From an optimization exercise on the open Yosys and OpenROAD flow, aimed at small area and few clock cycles; shortcuts taken in it are not production practice.
The RTL was checked by simulation tests, not by an equivalence proof against the original design.
Power and IR drop assume default switching activity.

==> design/flow/design.v <==
`default_nettype none
package rpre_pkg;
  localparam int IDX_W    = 3;
  localparam int REPLY_W  = 24;
  localparam int QDEPTH   = 2;
  localparam int JOB_W    = 2 + IDX_W + REPLY_W + 1;   
  localparam logic [7:0] LEN_CODE   = 8'h07;
  localparam logic [2:0] LAST_BYTE  = 3'd6;    
  localparam logic [2:0] LAST_REPLY = 3'd5;    
  localparam logic [2:0] CFG_FRAME_CODES   = 3'd0;
  localparam logic [2:0] CFG_POLL_INTERVAL = 3'd1;
  localparam logic [2:0] CFG_REPLY_TIMEOUT = 3'd2;
  localparam logic [2:0] CFG_ADDR_LOW      = 3'd3;
  localparam logic [2:0] CFG_ADDR_HIGH     = 3'd4;
  localparam logic [2:0] CFG_SKIP_MASK     = 3'd5;
  localparam logic REQ_TICK = 1'b0;
  localparam logic REQ_BYTE = 1'b1;
  typedef enum logic [1:0] {
    KIND_REQ   = 2'd0,
    KIND_VALID = 2'd1,
    KIND_FAIL  = 2'd2
  } kind_t;
  typedef struct packed {
    kind_t              kind;
    logic [IDX_W-1:0]   item;
    logic [REPLY_W-1:0] reading;
    logic               round_done;
  } job_t;
  typedef struct packed {
    kind_t              kind;
    logic [7:0]         tx_byte;
    logic [IDX_W-1:0]   item;
    logic [REPLY_W-1:0] reading;
    logic               round_done;
    logic               last;
  } res_t;
  typedef struct packed {
    logic [15:0] poll_interval;
    logic [15:0] reply_timeout;
    logic [7:0]  skip_mask;
    logic [7:0]  ack_code;
  } front_cfg_t;
  typedef struct packed {
    logic [31:0] frame_codes;
    logic [63:0] addr_low;
    logic [63:0] addr_high;
  } back_cfg_t;
endpackage
`default_nettype wire
`default_nettype none
import rpre_pkg::*;
module rpre_front #(
  parameter int ITEM_COUNT    = 8,
  parameter int SEND_ATTEMPTS = 2
) (
  input  wire                     clk,
  input  wire                     rst_n,
  input  wire rpre_pkg::front_cfg_t cfg,
  input  wire                     in_valid,
  output logic                    in_ready,
  input  wire                     req_type,
  input  wire  [7:0]              rx_byte,
  input  wire                     q_full,
  output logic                    push,
  output rpre_pkg::job_t          job
);
  localparam int RCW = $clog2(SEND_ATTEMPTS + 1);
  typedef enum logic [1:0] {
    PH_IDLE = 2'b01,
    PH_WAIT = 2'b10
  } phase_t;
  phase_t           phase_r, phase_nxt;
  logic [IDX_W-1:0] ptr_r, ptr_nxt;
  logic [RCW-1:0]   retry_r, retry_nxt;
  logic [15:0]      rtimer_r, rtimer_nxt;
  logic [15:0]      itimer_r, itimer_nxt;
  logic [2:0]       rcount_r, rcount_nxt;
  logic             round_r, round_nxt;
  logic [7:0]       rbuf_r [0:4];
  logic             accept;
  logic             buf_we;
  logic [IDX_W:0]   ptr_inc;
  logic             wrap;
  logic [IDX_W-1:0] ptr_adv;
  logic             round_adv;
  logic [15:0]      itimer_inc;
  logic [15:0]      rtimer_inc;
  logic [RCW-1:0]   retry_inc;
  logic [7:0]       sum5;
  logic             good;
  assign in_ready = !q_full;
  assign accept   = in_valid && !q_full;
  assign ptr_inc   = {1'b0, ptr_r} + {{IDX_W{1'b0}}, 1'b1};
  assign wrap      = ptr_inc >= (IDX_W+1)'(ITEM_COUNT);
  assign ptr_adv   = wrap ? '0 : ptr_inc[IDX_W-1:0];
  assign round_adv = round_r || wrap;
  assign itimer_inc = (itimer_r == 16'hFFFF) ? itimer_r : itimer_r + 16'd1;
  assign rtimer_inc = (rtimer_r == 16'hFFFF) ? rtimer_r : rtimer_r + 16'd1;
  assign retry_inc  = retry_r + RCW'(1);
  assign sum5 = rbuf_r[0] + rbuf_r[1] + rbuf_r[2] + rbuf_r[3] + rbuf_r[4];
  assign good = (rbuf_r[0] == cfg.ack_code) && (8'(8'd0 - sum5) == rx_byte);
  always_comb begin
    phase_nxt  = phase_r;
    ptr_nxt    = ptr_r;
    retry_nxt  = retry_r;
    rtimer_nxt = rtimer_r;
    itimer_nxt = itimer_r;
    rcount_nxt = rcount_r;
    round_nxt  = round_r;
    push       = 1'b0;
    buf_we     = 1'b0;
    job.kind       = KIND_REQ;
    job.item       = ptr_r;
    job.reading    = '0;
    job.round_done = round_r;
    if (accept) begin
      unique case (phase_r)
        PH_IDLE: begin
          if (req_type == REQ_TICK) begin
            itimer_nxt = itimer_inc;
            if (itimer_inc >= cfg.poll_interval) begin
              if (cfg.skip_mask[ptr_r]) begin
                ptr_nxt    = ptr_adv;
                round_nxt  = round_adv;
                itimer_nxt = '0;
              end else begin
                push       = 1'b1;
                phase_nxt  = PH_WAIT;
                retry_nxt  = '0;
                rtimer_nxt = '0;
                rcount_nxt = '0;
              end
            end
          end
        end
        PH_WAIT: begin
          if (req_type == REQ_BYTE) begin
            if (rcount_r == LAST_REPLY) begin
              rcount_nxt = '0;
              if (good) begin
                push           = 1'b1;
                job.kind       = KIND_VALID;
                job.reading    = {rbuf_r[4], rbuf_r[3], rbuf_r[2]};
                job.round_done = round_adv;
                ptr_nxt        = ptr_adv;
                round_nxt      = round_adv;
                itimer_nxt     = '0;
                phase_nxt      = PH_IDLE;
              end
            end else begin
              buf_we     = 1'b1;
              rcount_nxt = rcount_r + 3'd1;
            end
          end else begin
            rtimer_nxt = rtimer_inc;
            if (rtimer_inc >= cfg.reply_timeout) begin
              if (retry_inc < RCW'(SEND_ATTEMPTS)) begin
                push       = 1'b1;
                retry_nxt  = retry_inc;
                rtimer_nxt = '0;
                rcount_nxt = '0;
              end else begin
                push           = 1'b1;
                job.kind       = KIND_FAIL;
                job.round_done = round_adv;
                ptr_nxt        = ptr_adv;
                round_nxt      = round_adv;
                itimer_nxt     = '0;
                phase_nxt      = PH_IDLE;
                rcount_nxt     = '0;
                retry_nxt      = '0;
              end
            end
          end
        end
        default: phase_nxt = PH_IDLE;
      endcase
    end
  end
  always_ff @(posedge clk) begin
    if (!rst_n) begin
      phase_r  <= PH_IDLE;
      ptr_r    <= '0;
      retry_r  <= '0;
      rtimer_r <= '0;
      itimer_r <= '0;
      rcount_r <= '0;
      round_r  <= 1'b0;
    end else begin
      phase_r  <= phase_nxt;
      ptr_r    <= ptr_nxt;
      retry_r  <= retry_nxt;
      rtimer_r <= rtimer_nxt;
      itimer_r <= itimer_nxt;
      rcount_r <= rcount_nxt;
      round_r  <= round_nxt;
    end
  end
  always_ff @(posedge clk) begin
    if (buf_we) begin
      rbuf_r[rcount_r] <= rx_byte;
    end
  end
endmodule
`default_nettype wire
`default_nettype none
import rpre_pkg::*;
module rpre_queue (
  input  wire              clk,
  input  wire              rst_n,
  input  wire              push,
  input  wire rpre_pkg::job_t push_job,
  output logic             full,
  input  wire              pop,
  output logic             head_valid,
  output rpre_pkg::job_t   head_job
);
  logic [JOB_W-1:0] mem_r [0:QDEPTH-1];
  logic       wr_ptr_r, rd_ptr_r;
  logic [1:0] count_r;
  assign full       = count_r == 2'(QDEPTH);
  assign head_valid = count_r != 2'd0;
  assign head_job   = mem_r[rd_ptr_r];
  always_ff @(posedge clk) begin
    if (!rst_n) begin
      wr_ptr_r <= 1'b0;
      rd_ptr_r <= 1'b0;
      count_r  <= '0;
    end else begin
      if (push) wr_ptr_r <= !wr_ptr_r;
      if (pop)  rd_ptr_r <= !rd_ptr_r;
      if (push && !pop)      count_r <= count_r + 2'd1;
      else if (pop && !push) count_r <= count_r - 2'd1;
    end
  end
  always_ff @(posedge clk) begin
    if (push) begin
      mem_r[wr_ptr_r] <= push_job;
    end
  end
endmodule
`default_nettype wire
`default_nettype none
import rpre_pkg::*;
module rpre_back (
  input  wire                    clk,
  input  wire                    rst_n,
  input  wire rpre_pkg::back_cfg_t cfg,
  input  wire                    q_valid,
  input  wire rpre_pkg::job_t    q_job,
  output logic                   q_pop,
  output logic                   res_valid,
  input  wire                    res_ready,
  output rpre_pkg::res_t         res
);
  logic       busy_r;
  rpre_pkg::job_t       job_r;
  logic [2:0] cnt_r;
  logic       out_valid_r;
  rpre_pkg::res_t       res_r;
  rpre_pkg::job_t       cur;
  logic [2:0] cur_cnt;
  logic       have;
  logic       out_load;
  logic       emit;
  logic       cur_last;
  logic [63:0] aword;
  logic [15:0] addr;
  logic [7:0]  csum;
  logic [7:0]  fbyte;
  assign cur      = busy_r ? job_r : q_job;
  assign cur_cnt  = busy_r ? cnt_r : 3'd0;
  assign have     = busy_r || q_valid;
  assign out_load = !out_valid_r || res_ready;
  assign emit     = have && out_load;
  assign q_pop    = emit && !busy_r;
  assign cur_last = (cur.kind != KIND_REQ) || (cur_cnt == LAST_BYTE);
  assign aword = cur.item[2] ? cfg.addr_high : cfg.addr_low;
  assign addr  = aword[cur.item[1:0]*16 +: 16];
  assign csum  = 8'(8'd0 - (cfg.frame_codes[7:0] + LEN_CODE + cfg.frame_codes[15:8]
                            + addr[7:0] + addr[15:8] + cfg.frame_codes[23:16]));
  always_comb begin
    case (cur_cnt)
      3'd0:    fbyte = cfg.frame_codes[7:0];
      3'd1:    fbyte = LEN_CODE;
      3'd2:    fbyte = cfg.frame_codes[15:8];
      3'd3:    fbyte = addr[7:0];
      3'd4:    fbyte = addr[15:8];
      3'd5:    fbyte = cfg.frame_codes[23:16];
      default: fbyte = csum;
    endcase
  end
  always_ff @(posedge clk) begin
    if (!rst_n) begin
      busy_r <= 1'b0;
      cnt_r  <= '0;
    end else if (emit) begin
      busy_r <= !cur_last;
      cnt_r  <= cur_cnt + 3'd1;
    end
  end
  always_ff @(posedge clk) begin
    if (q_pop) begin
      job_r <= q_job;
    end
  end
  always_ff @(posedge clk) begin
    if (!rst_n) begin
      out_valid_r <= 1'b0;
    end else if (out_load) begin
      out_valid_r <= have;
    end
  end
  always_ff @(posedge clk) begin
    if (emit) begin
      res_r.kind       <= cur.kind;
      res_r.tx_byte    <= (cur.kind == KIND_REQ) ? fbyte : 8'd0;
      res_r.item       <= cur.item;
      res_r.reading    <= cur.reading;
      res_r.round_done <= cur.round_done;
      res_r.last       <= cur_last;
    end
  end
  assign res_valid = out_valid_r;
  assign res       = res_r;
endmodule
`default_nettype wire
`default_nettype none
import rpre_pkg::*;
module register_poll_read_engine #(
  parameter int ITEM_COUNT    = 8,
  parameter int SEND_ATTEMPTS = 2
) (
  input  wire         clk,
  input  wire         rst_n,
  input  wire         in_tvalid,
  output logic        in_tready,
  input  wire  [7:0]  in_tdata,    
  input  wire         in_tuser,    
  output logic        out_tvalid,
  input  wire         out_tready,
  output logic [39:0] out_tdata,   
  output logic [1:0]  out_tuser,   
  output logic        out_tlast,
  input  wire         cfg_we,
  input  wire  [2:0]  cfg_index,
  input  wire  [63:0] cfg_wdata
);
  logic [31:0] frame_codes_r;
  logic [15:0] poll_interval_r;
  logic [15:0] reply_timeout_r;
  logic [63:0] addr_low_r;
  logic [63:0] addr_high_r;
  logic [7:0]  skip_mask_r;
  rpre_pkg::front_cfg_t fcfg;
  rpre_pkg::back_cfg_t  bcfg;
  logic       q_full, push, pop, q_valid;
  rpre_pkg::job_t       push_job, head_job;
  rpre_pkg::res_t       res;
  always_ff @(posedge clk) begin
    if (!rst_n) begin
      frame_codes_r   <= '0;
      poll_interval_r <= 16'd1000;
      reply_timeout_r <= 16'd50;
      addr_low_r      <= '0;
      addr_high_r     <= '0;
      skip_mask_r     <= 8'h30;
    end else if (cfg_we) begin
      unique case (cfg_index)
        CFG_FRAME_CODES:   frame_codes_r   <= cfg_wdata[31:0];
        CFG_POLL_INTERVAL: poll_interval_r <= cfg_wdata[15:0];
        CFG_REPLY_TIMEOUT: reply_timeout_r <= cfg_wdata[15:0];
        CFG_ADDR_LOW:      addr_low_r      <= cfg_wdata;
        CFG_ADDR_HIGH:     addr_high_r     <= cfg_wdata;
        CFG_SKIP_MASK:     skip_mask_r     <= cfg_wdata[7:0];
        default: ;
      endcase
    end
  end
  assign fcfg.poll_interval = poll_interval_r;
  assign fcfg.reply_timeout = reply_timeout_r;
  assign fcfg.skip_mask     = skip_mask_r;
  assign fcfg.ack_code      = frame_codes_r[31:24];
  assign bcfg.frame_codes   = frame_codes_r;
  assign bcfg.addr_low      = addr_low_r;
  assign bcfg.addr_high     = addr_high_r;
  rpre_front #(
    .ITEM_COUNT    (ITEM_COUNT),
    .SEND_ATTEMPTS (SEND_ATTEMPTS)
  ) u_front (
    .clk      (clk),
    .rst_n    (rst_n),
    .cfg      (fcfg),
    .in_valid (in_tvalid),
    .in_ready (in_tready),
    .req_type (in_tuser),
    .rx_byte  (in_tdata),
    .q_full   (q_full),
    .push     (push),
    .job      (push_job)
  );
  rpre_queue u_queue (
    .clk        (clk),
    .rst_n      (rst_n),
    .push       (push),
    .push_job   (push_job),
    .full       (q_full),
    .pop        (pop),
    .head_valid (q_valid),
    .head_job   (head_job)
  );
  rpre_back u_back (
    .clk       (clk),
    .rst_n     (rst_n),
    .cfg       (bcfg),
    .q_valid   (q_valid),
    .q_job     (head_job),
    .q_pop     (pop),
    .res_valid (out_tvalid),
    .res_ready (out_tready),
    .res       (res)
  );
  assign out_tdata = {4'd0, res.round_done, res.reading, res.item, res.tx_byte};
  assign out_tuser = res.kind;
  assign out_tlast = res.last;
endmodule
`default_nettype wire
==> design/flow/run.sh <==
#!/bin/bash
# synth_recipe.tcl (not shown) runs the flow's synth.tcl, then flattens the netlist and writes it again
# the make line also repeats each setting of config.mk as NAME=value (left out here)
make -C /OpenROAD-flow-scripts/flow DESIGN_CONFIG=/design/flow/config.mk WORK_HOME=/design/flow/orfs CLKGATE_MAP_FILE= SYNTH_SCRIPT=/design/flow/synth_recipe.tcl finish
==> design/flow/config.mk <==
export PLATFORM = sky130hd
export DESIGN_NAME = register_poll_read_engine
export DESIGN_NICKNAME = register_poll_read_engine
export VERILOG_FILES = /design/flow/design.v
export SDC_FILE = /design/flow/constraint.sdc
export NUM_CORES = 4
export LEC_CHECK = 0
export CAP_MARGIN = 20
export CORE_MARGIN = 2
export CORE_UTILIZATION = 40
export SLEW_MARGIN = 20
==> design/flow/constraint.sdc <==
create_clock -name core_clock -period 8.0 [get_ports {clk}]
set_input_delay 1.6000 -clock core_clock [delete_from_list [all_inputs] [get_ports {clk}]]
set_output_delay 1.6000 -clock core_clock [all_outputs]
set_load 0.01 [all_outputs]
==> qor.yml <==
die:
  die_width_um: 231.5
  start_util_pct: 40.42
  die_height_um: 231.5
  coreArea_mm2: 0.05120
  ios: 126
  die_area_mm2: 0.05357
  fp-row-count: 83
cts:
  htreeDepth: 2
  cts_tree: "yes"
  clkSinkCount: 421
  post_cts_buffers: 0
  clk_latency_ns: 0.58
  hold_buffers: 0
  clkTransAtPathRegs_ns: 0.06
  cts-resized-gates: 0
  cts_buffers: 46
  clockBufferDepth: 3
  clockRootBuffer: "clkbuf_16"
sta:
  finClkSkew_ns: 0.01588
  hold_viol: 0
  min_period_ns: 6.286
  setup_viol: 0
  min_period_over_period_pct: 78.58
  slew_violations: 0
  fmaxAchievable_mhz: 159.1
  worst_slew_pin_slew_ns: 1.047
  rsz0062_at_grt: "false"
  relSlewSlack_pct: 30.20
  finalSetupTns_ns: 0
  layout_setup_ws_ns: 1.714
global_route:
  antenna_found_initial: 0
  grt_pass1_vias: 14840
  grtUsageTotal_pct: 19.73
  grt_pass1_wl_mm: 82.74
  overflow: 0
  grt_max_degree: 119
detailed_routing:
  num_vias: 14860
  drt_first_pass_iters: 5
  post_drt_wl_per_cell_um: 18.50
  top_layer: "met4"
  drt_iter0_markers: 927
  drt_wl_total_mm: 52.44
  drc: 0
  dr_wl_met2_mm: 24.46
  wl_met3_mm: 2.704
  ant_nets: 0
  via_per_inst: 5.243
  met1_length_mm: 23.64
worst_setup_path:
  start_kind: "flip-flop"
  crit_path_end_kind: "flip-flop"
  crit_family: "multiplexers"
  cpMaxStageDelayCell: "mux2i_4"
  crit_fanout: 30
  slowest_delay_ns: 0.71
  path_cells: "buf_4 -> mux2_2 -> mux2i_4 -> buf_4 -> inv_1 -> mux4_2 -> mux2i_1 -> fa_1 -> inv_1 -> fa_1 -> fa_1 -> inv_1 -> ha_1 -> a21oi_1 -> o21ai_0 -> xnor2_1 -> xnor2_1 -> or4b_1 -> o211ai_1"
  crit_arrival_ns: 6.69
  worstPathRequired_ns: 8.41
  r2r_slack_ns: 1.71
  rr_worst_depth: 19
  worstReg2RegEnd: "u_back.res_r[36]$_SDFFCE_PP0P_"
  crit_type: "flip-flop to flip-flop"
  critPathBufInv: 5
finish:
  area_growth_pct: 16.30
  drive_above_1_share_pct: 9.889
  fill_cells: 4720
  finalNetCount: 2308
hold_path:
  min_from: "u_front.round_r$_SDFFE_PN0P_"
  hold_class: "flip-flop to flip-flop"
  min_to: "u_front.round_r$_SDFFE_PN0P_"
  worstHoldPathCells: 2
logic_synthesis:
  synth_area_leaders: "edfxtp_1, dfxtp_1, nand2_1"
  netlist_area_mm2: 0.02069
  ys_seq_area_share_pct: 48.90
  ys_warn_count: 4
  async_flop_share_pct: 0
  synth.distinct_cells: 75
  synth_most_common_cell: "nand2_1"
  synth_area_per_cell_um2: 10.18
  synth_flop_cell: "dfxtp_1"
  synth-edff-count: 169
  synth_top_cell_area_share_pct: 24.52
  synth_common_cells: "nand2_1, dfxtp_1, a21boi_0"
  synth_seq_cells: 421
  netlist_instances: 2032
  yosysTopAreaCell: "edfxtp_1"
status:
  status: "complete, no violations"
placement:
  port_buffers: 121
  dp_hpwl_mm: 36.27
  place_congestion: 0.8777
  pre_cts_ws_ns: 1.649
job:
  max_cap_violations: 0
pwr:
  powerDensity_mw_per_mm2: 211.4
  ir_drop_mv: 0.1261
  p_leak_nw: 8.251
state kept, by name, indices dropped and copies added (netlist names), 8 cells and up, named ones only:
register,count
u_front.rtimer_r,16
u_front.rbuf_r,40
reply_timeout_r,16
frame_codes_r,32
u_back.job_r,30
addr_high_r,64
skip_mask_r,8
u_back.res_r,39
u_queue.mem_r,60
u_front.itimer_r,16
addr_low_r,64
poll_interval_r,16
routing by layer:
metal	track usage [%]	vias to the layer above
met3	3.113	96
met2	32.23	368
met4	6.996	0
li1	-	7156
met1	26.51	7244
met5	0	-
where the power goes:
group | internal [mW] | switching (mW)
registers | 2.33 | 0.0454
clock network | 1.27 | 0.877
logic | 0.233 | 0.333
kinds of logic after synthesis:
group	Yosys count	share of synthesized area [%]
AO/OA/AOI/OAI	359	12.52
XOR/XNOR	63	2.733
adder cells (fa/ha/maj)	109	8.042
buffers and inverters	256	4.916
flip-flops	421	48.90
multiplexers	113	7.884
other	1	0.01812
AND/OR/NAND/NOR	710	14.99
metrics by stage:
stage               instances  power, mW  hold WS (ns)  util [%]  instance area [um^2]
CTS                      2834      5.148        0.4572     47.00                 24060
global placement         2749      2.986        0.4420     43.99                 22520
detailed placement       2750      2.994        0.4473     44.02                 22540
global route             2834      5.279        0.4890     47.00                 24060
finish                   2835      5.087        0.4557     47.01                 24070
floorplan                2035      2.752        0.4271         -                 20700
tightest hold or removal path, stage by stage, from the launching register on:
cell and delay [ns]:
dfxtp_1 0.31, nand2_1 0.05, o31ai_1 0.05
placed cells by master, fill, tap and decap left out, drive strengths merged, types with 37 or more instances in the layout:
cell type	netlist	final
a21boi	201	201
a21oi	41	41
clkbuf	77	64
clkdlybuf4s50	0	120
dfxtp	252	252
edfxtp	169	169
fa	40	40
ha	69	69
inv	146	148
mux2	57	57
nand2	475	475
nand3	57	57
nor2	37	37
xnor2	52	52
area by class of cell:
type | count | area, um^2 | area share (%)
timing repair buffer | 145 | 1400 | 5.818
inverter | 146 | 548.0 | 2.277
sequential | 421 | 10120 | 42.05
clock inverter | 20 | 187.7 | 0.7798
antenna | 1 | 2.502 | 0.01040
clock buffer | 64 | 1341 | 5.573
tap | 680 | 850.8 | 3.535
multi-input combinational | 1358 | 9615 | 39.95
how the worst max path moves through the flow:
stage,startpoint,endpoint,cells after the start
after floorplan,u_front.rbuf_r[0][2]$_DFFE_PP_,u_queue.mem_r[0][0]$_DFFE_PP_,16
after global placement,flip-flop,u_back.res_r[36]$_SDFFCE_PP0P_,19
after detailed placement,flip-flop,u_back.res_r[36]$_SDFFCE_PP0P_,19
after CTS,flip-flop,u_back.res_r[36]$_SDFFCE_PP0P_,19
after global routing,flip-flop,u_back.res_r[36]$_SDFFCE_PP0P_,19
final,flip-flop,u_back.res_r[36]$_SDFFCE_PP0P_,19
Testbench counts, summed over its fixed seeds: cycles 32,595.

==> afterwards: timing with drivers on the ports <==
The results above use ideal ports. As a check the final layout listed here was re-extracted and re-timed, cells and wires unchanged.
Step 1, drivers: a clkbuf_16 drives clk and a buf_2 each remaining input, both assumed.
Step 2, shift: input delay + t, output delay - t, t = (earliest + latest rising clock arrival at the registers) / 2. This alone moves slack from input paths to output paths.
a / b / c = no drivers / after step 1 / after step 2; a / b = the first two.
shift t [ns]: 0.619
setup WS [ns]: 1.714 / 1.714 / 1.714
worst setup path at the end: register to register
slew at the worst register clock pin (ns): 0.06 / 0.06
pins driven straight from the clock port: 1
After both steps this run still meets setup and hold. For this run, drivers alone change the setup slack by 0.000 ns; drivers and shift together by 0.000 ns.
